This is an optimization exercise on Yosys and OpenROAD, whose aim is small area, a short achievable clock period and few clock cycles per item, not a production implementation. Where RTL was checked, it was by simulation tests only, not by an equivalence proof against the original. Power is estimated from default activity; no workload was simulated.

==> flow/design.v (excerpt) <==
module pel_scaler_top #(
    parameter int FLUX  = 2,
    parameter int DEPTH = 4
) (
    input  logic                              clk,
    input  logic                              rst_n,
    input  logic            [FLUX-1:0]        in_write,
    input  pel_pkg::pel_t   [FLUX-1:0]        in_din,
    output logic            [FLUX-1:0]        in_full,
    input  coef_pkg::coef_t [FLUX-1:0]        coef,
    input  logic            [FLUX-1:0]        out_read,
    output pel_pkg::pel_t   [FLUX-1:0]        out_dout,
    output logic            [FLUX-1:0]        out_empty
);
For scale: ~1,400 cells after synthesis.
==> flow/config.mk <==
export PLATFORM = sky130hd
export DESIGN_NAME = pel_scaler_top
export DESIGN_NICKNAME = pel_scaler_top
export VERILOG_FILES = /design/flow/design.v
export SDC_FILE = /design/flow/constraint.sdc
export NUM_CORES = 4
export LEC_CHECK = 0
export CAP_MARGIN = 20
export CORE_MARGIN = 2
export CORE_UTILIZATION = 40
export SETUP_SLACK_MARGIN = 3
export SLEW_MARGIN = 20
export SYNTH_HIERARCHICAL = 1
==> flow/constraint.sdc <==
create_clock -name core_clock -period 8.0 [get_ports {clk}]
set_input_delay 1.6000 -clock core_clock [delete_from_list [all_inputs] [get_ports {clk}]]
set_output_delay 1.6000 -clock core_clock [all_outputs]
set_load 0.01 [all_outputs]
run.sh (not shown) runs the stock make flow with config.mk's settings and CLKGATE_MAP_FILE= SYNTH_SCRIPT=/design/flow/synth_recipe.tcl, a recipe that flattens the netlist after the stock synthesis.
==> next run, changes <==
--- a/flow/config.mk
+++ b/flow/config.mk
@@ -11 +10,0 @@
-export SETUP_SLACK_MARGIN = 3
Sequential power is about the same.
Design area stays flat.
Die area stays the same.
Fmax came out lower by 8.1%.
Clock-buffer cell count does not change.
Global-route usage barely changes.
Power stays flat.
Clock skew is about the same.
Synthesized cell count is unchanged.
Wire length hardly moves.
Setup slack got worse by 0.40 ns.
No run of this note included a check of the RTL's function; only the layout flow was run.

========
Setup of rev 12:
Another version of the RTL of pel_scaler_top (not shown whole).
Size: roughly 1,400 cells after synthesis, roughly 150 flip-flops, roughly 110 I/O pins, about 16,000 um2 of cells after synthesis.
Design pel_scaler_top, start of the top module:
module pel_scaler_top #(
    parameter int FLUX  = 2,
    parameter int DEPTH = 4
) (
    input  logic                              clk,
    input  logic                              rst_n,
    input  logic            [FLUX-1:0]        in_write,
    input  pel_pkg::pel_t   [FLUX-1:0]        in_din,
    output logic            [FLUX-1:0]        in_full,
    input  coef_pkg::coef_t [FLUX-1:0]        coef,
    input  logic            [FLUX-1:0]        out_read,
    output pel_pkg::pel_t   [FLUX-1:0]        out_dout,
    output logic            [FLUX-1:0]        out_empty
);
clock: 8.0 ns
lec_check: 0
cap_margin: 20
core_margin: 2
core_utilization: 40
setup_slack_margin: 4
slew_margin: 20
synth_hierarchical: 1
standard.sh (not shown) runs the stock make flow with config.mk's settings and CLKGATE_MAP_FILE= SYNTH_SCRIPT=/design/flow/synth_recipe.tcl, a recipe that flattens the netlist after the stock synthesis.
==> flow/flow/run.sh <==
#!/bin/bash
# the standard layout, with plain buffers (not delay cells) on the ports
bash standard.sh "BUFFER_PORTS_ARGS=-buffer_cell sky130_fd_sc_hd__buf_2" finish > standard.log 2>&1
Testbench counts of rev 12, summed over its fixed seeds: cycles 8,016, items 16,000.
### rev 12 -> rev 13
--- a/flow/config.mk
+++ b/flow/config.mk
@@ -10,2 +10,5 @@
 export CORE_UTILIZATION = 40
+export CTS_BUF_LIST = sky130_fd_sc_hd__clkbuf_4 sky130_fd_sc_hd__clkbuf_8
+export CTS_CLUSTER_DIAMETER = 100
+export CTS_CLUSTER_SIZE = 30
 export SETUP_SLACK_MARGIN = 4
### Flow results
Taking rev 12 as the reference point, the sequential group share of total power of rev 13 rises by 0.7 points. Summary of the comparison: synthesis-to-layout area growth is lower in rev 13, relative to rev 12. Rev 12 → rev 13: non-clock buffer total of the final layout climbed about 1.5%, wire length about even. Of the two values seen for master of the slowest instance on the critical path, sky130_fd_sc_hd__dfxtp_1 was produced by rev 12 and sky130_fd_sc_hd__edfxtp_1 by rev 13. g_lane[1].u_lane.two_q[4] as the start point of the critical path was reported by rev 12, and g_lane[1].u_lane.ci_q by rev 13.

========
Another version of the RTL of pel_scaler_top (not shown whole).
Size in the first run: about 110 I/O pins.
Design pel_scaler_top, start of the top module:
module pel_scaler_top #(
    parameter int FLUX  = 2,
    parameter int DEPTH = 4
) (
    input  logic                              clk,
    input  logic                              rst_n,
    input  logic            [FLUX-1:0]        in_write,
    input  pel_pkg::pel_t   [FLUX-1:0]        in_din,
    output logic            [FLUX-1:0]        in_full,
    input  coef_pkg::coef_t [FLUX-1:0]        coef,
    input  logic            [FLUX-1:0]        out_read,
    output pel_pkg::pel_t   [FLUX-1:0]        out_dout,
    output logic            [FLUX-1:0]        out_empty
);
Settings: LEC_CHECK=0, CAP_MARGIN=20, CORE_MARGIN=2, CORE_UTILIZATION=65, CTS_BUF_LIST=sky130_fd_sc_hd__clkbuf_4 sky130_fd_sc_hd__clkbuf_8, CTS_CLUSTER_DIAMETER=100, CTS_CLUSTER_SIZE=30, PLACE_DENSITY=0.75, SETUP_SLACK_MARGIN=4.3, SLEW_MARGIN=20, SYNTH_HIERARCHICAL=1, TNS_END_PERCENT=100; clock period 8.0 ns.
Scripts as last shown in full above: flow/flow/run.sh
The baseline completed with no timing, DRC or antenna violations.
Testbench counts at the start, summed over its fixed seeds: cycles 8,016, items 16,000.
Change:
==> flow/flow/run.sh (replaced) <==
#!/bin/bash
# the standard layout, with plain buffers (not delay cells) on the ports
bash standard.sh "BUFFER_PORTS_ARGS=-buffer_cell sky130_fd_sc_hd__buf_1" finish > standard.log 2>&1
TNS_END_PERCENT = not set   (was 100)
The changed run completed with no timing, DRC or antenna violations. Power decreases slightly. Via count went up slightly. Synthesized cell count is unchanged. Sequential share of layout area hardly moves. Clock skew is about the same. Worst setup slack is worse by 0.073 ns. Cell count increases slightly. Cell area barely changes. Routed wire length grows slightly.
Change:
==> flow/flow/run.sh (replaced) <==
#!/bin/bash
# the standard layout, with plain buffers (not delay cells) on the ports
bash standard.sh "BUFFER_PORTS_ARGS=-buffer_cell sky130_fd_sc_hd__buf_2" finish > standard.log 2>&1
CORE_UTILIZATION = 75   (was 65)
PLACE_DENSITY = 0.85   (was 0.75)
- The changed run ran to the end with no violations
- sequential share of layout area decreases by 0.40 points
- utilization increases by 12 points
- via count increases by 4.7%
- synthesized area is unchanged
- first-iteration DRC count increases by 3.3%
- sequential power barely changes
- worst setup slack improves by 0.010 ns
- clock skew decreases by 0.0046 ns
- power increases by 4.1%
- clock-buffer cell count decreases by 1
Change:
CORE_UTILIZATION = 40   (was 75)
PLACE_DENSITY = not set   (was 0.85)
SETUP_SLACK_MARGIN = 4   (was 4.3)
=> The new run produced a clean layout; routed wire length shrinks by 4.3%; clock power grows by about 2%; sequential share of layout area shrinks by 0.33 points; die area grows by about 80%; cell count grows by 11%; via count shrinks by about 8%; hold slack is worse by 0.063 ns; synthesized area stays the same; setup slack is worse by 0.091 ns; combinational power shrinks by about 11%; utilization shrinks by 39 points.

========
sierra:
Another version of the RTL of pel_scaler_top (not shown whole).
Size: roughly 1400 cells after synthesis, about 130 flip-flops, about 110 I/O pins.
Settings: LEC_CHECK=0, CAP_MARGIN=20, CORE_MARGIN=2, CORE_UTILIZATION=40, SETUP_SLACK_MARGIN=4.5, SLEW_MARGIN=20, SYNTH_HIERARCHICAL=1; clock period 8.0 ns.
run.sh (not shown) runs the stock make flow with config.mk's settings and CLKGATE_MAP_FILE= SYNTH_SCRIPT=/design/flow/synth_recipe.tcl, a recipe that flattens the netlist after the stock synthesis.
Stock flow here: none of the scripts above is used.
The following lists how xenon was set up differently from sierra:
- SETUP_SLACK_MARGIN changed from 4.5 to 3
==> comparison <==
Final area shrinks by more than 10% when moving from sierra to xenon.
The critical path arrival in xenon was higher than what sierra gave.
sierra → xenon: power consumption went down by 11%, post-route met1 wirelength went up by 480 um, half-perimeter wire length after detailed placement went down by 1.7%, routability congestion estimate went down by 2.7%.
Input-level comparison between nickel and xenon:
- clearing SETUP_SLACK_MARGIN, which used to be 3
Routed metal-1 wirelength (nickel over xenon): decrease, 80 um. Compare xenon and nickel | final cell utilization of the core higher: xenon. The capture point of the critical path comes out out_dout[13] in one run and out_dout[14] in the other, namely in xenon and nickel respectively. Against xenon, worst max-slew margin expressed relative to the limit in nickel came out worse. Summary of nickel over xenon: routed wire length saw little to no change; shortest clock period the worst path allows after layout saw an increase; fraction of power consumed by the clock network saw little to no change; via count saw little to no change. Relative to xenon, total power draw has gone down in nickel. Switching power as a share of total power came out lower on nickel than on xenon. Of xenon and nickel, xenon shows the higher synthesis-to-layout area growth, with nickel below it.
Function was not checked in any run of this note: the RTL went through the layout flow alone.

========
pel_scaler_top with an RTL version that a note above also has.
For scale: ~1400 cells after synthesis, roughly 150 flip-flops, about 110 I/O pins, ~0.016 mm2 of cells after synthesis.
Settings: LEC_CHECK=0, CAP_MARGIN=20, CORE_MARGIN=2, CORE_UTILIZATION=40, CTS_BUF_LIST=sky130_fd_sc_hd__clkbuf_4 sky130_fd_sc_hd__clkbuf_8, CTS_CLUSTER_DIAMETER=100, CTS_CLUSTER_SIZE=30, SETUP_SLACK_MARGIN=4.5, SLEW_MARGIN=20, SYNTH_HIERARCHICAL=1; clock period 8.0 ns.
standard.sh (not shown) runs the stock make flow with config.mk's settings and CLKGATE_MAP_FILE= SYNTH_SCRIPT=/design/flow/synth_recipe.tcl, a recipe that flattens the netlist after the stock synthesis.
==> flow/flow/run.sh <==
#!/bin/bash
# the standard layout, with plain buffers (not delay cells) on the ports
bash standard.sh "BUFFER_PORTS_ARGS=-buffer_cell sky130_fd_sc_hd__buf_2" finish > standard.log 2>&1
Testbench counts at the start, summed over its fixed seeds: cycles 8,016, items 16,000.
Rerun with:
Settings changed: CORE_UTILIZATION 40 to 65, PLACE_DENSITY set to 0.75.
Outcome: Area after synthesis stays the same; clock-buffer cell count decreases by 1; flip-flop and latch count does not change; via count increases by about 4%; sequential share of layout area increases by 0.29 points; first-iteration DRC count increases by 73%; setup slack degrades by 45 ps; worst hold slack improves by 21 ps; global-route usage increases by 11 points.
Rerun with:
==> flow/flow/run.sh (replaced) <==
#!/bin/bash
# the standard layout, with plain buffers (not delay cells) on the ports
bash standard.sh "BUFFER_PORTS_ARGS=-buffer_cell sky130_fd_sc_hd__buf_1" finish > standard.log 2>&1
Settings changed: CORE_UTILIZATION 65 to 40, PLACE_DENSITY 0.75 to not set, SETUP_SLACK_MARGIN 4.5 to 4.
Count of clock-buffer cells in the layout rises by 1.
Setup slack loses 80 ps.
Synthesized area is unchanged.
Final area drops by a little under a tenth.
Clock power climbs by a few percent.
Worst hold slack degrades by 48 ps.
Sequential share of layout area increases by 0.73 points.
Routed wire length goes down by a few percent.
Rerun with:
==> flow/flow/run.sh (replaced) <==
#!/bin/bash
# the standard layout, with plain buffers (not delay cells) on the ports
bash standard.sh "BUFFER_PORTS_ARGS=-buffer_cell sky130_fd_sc_hd__buf_2" finish > standard.log 2>&1
Settings changed: CORE_UTILIZATION 40 to 65, PLACE_DENSITY set to 0.75, SETUP_SLACK_MARGIN 4 to 4.3.
What happened:
- routed wire length goes down by 5.4%
- global-route usage is higher by 10 points
- synthesized area stays the same
- via count came out higher by 1.2%
- utilization climbs by 27 points
Rerun with:
Settings changed: SETUP_SLACK_MARGIN 4.3 to 4.0, TNS_END_PERCENT set to 100.
Effect: The changed run finished clean; die area does not change; via count went down by 0.31%; hold slack barely changes; setup slack got worse by 160 ps; synthesized area does not change; wire length went down by 0.86%.
Rerun with:
Settings changed: CORE_UTILIZATION 65 to 40, PLACE_DENSITY 0.75 to not set, SETUP_SLACK_MARGIN 4.0 to 4.3, TNS_END_PERCENT 100 to not set.
Result: Utilization drops by 24 points; setup slack gets better by 120 ps; first-iteration DRC count drops by a quarter to a third; final cell count climbs by roughly a tenth; worst hold slack gets worse by 27 ps; final area climbs by a few percent; fmax climbs by a few percent.

-- re-timing with driven ports --
No port has a modelled driver above. Below, the same layouts with a new extraction and two added sets of constraints. Step 1: set_driving_cell puts a clkbuf_16 on clk and a buf_2 on each other input, an assumption about the parent block. Step 2 moves the port delays by t, midway between the first and last clock arrival at a register: inputs arrive t later, outputs are due t later. That takes back most of the time a late clock gives input paths. Three values: ideal ports, drivers, drivers and shift; two values: the first two.
run	shift t [ns]	setup slack, ns	worst hold slack (ns)	worst setup path after step 2	pins driven straight from the clock port
the first run of note 1	0.490	3.395 / 3.341 / 3.592	0.474 / 0.474 / 0.474	input to output	1
the second run of note 1	0.490	2.991 / 2.966 / 2.966	0.479 / 0.479 / 0.479	input to output	1
rev 12	0.490	4.155 / 4.132 / 4.155	0.493 / 0.493 / 0.493	register to register	1
rev 13	0.522	4.129 / 4.082 / 4.152	0.496 / 0.496 / 0.496	register to register	1
the first run of note 3	0.481	4.293 / 4.248 / 4.324	0.553 / 0.553 / 0.553	input to output	1
the second run of note 3	0.480	4.221 / 4.174 / 4.311	0.554 / 0.554 / 0.554	register to register	1
the third run of note 3	0.489	4.231 / 4.186 / 4.305	0.562 / 0.562 / 0.562	register to register	1
the fourth run of note 3	0.516	4.140 / 4.140 / 4.140	0.499 / 0.499 / 0.499	register to register	1
sierra	0.519	3.616 / 3.566 / 4.085	0.463 / 0.463 / 0.463	register to output	1
xenon	0.516	3.107 / 3.052 / 3.397	0.467 / 0.467 / 0.467	input to output	1
nickel	0.518	2.735 / 2.680 / 2.947	0.467 / 0.467 / 0.467	input to output	1
the first run of note 5	0.536	4.213 / 4.167 / 4.317	0.524 / 0.524 / 0.524	input to output	1
the second run of note 5	0.522	4.168 / 4.124 / 4.316	0.545 / 0.545 / 0.545	input to output	1
the third run of note 5	0.534	4.088 / 4.088 / 4.088	0.497 / 0.497 / 0.497	register to register	1
the fourth run of note 5	0.481	4.293 / 4.248 / 4.324	0.553 / 0.553 / 0.553	input to output	1
the fifth run of note 5	0.487	4.137 / 4.130 / 4.137	0.553 / 0.553 / 0.553	register to register	1
the sixth run of note 5	0.521	4.261 / 4.215 / 4.321	0.526 / 0.526 / 0.526	input to output	1
After both steps setup and hold are still met in every run listed. For the second run of note 1, which loses most, drivers alone change the setup slack by -0.025 ns; drivers and shift together by -0.025 ns.
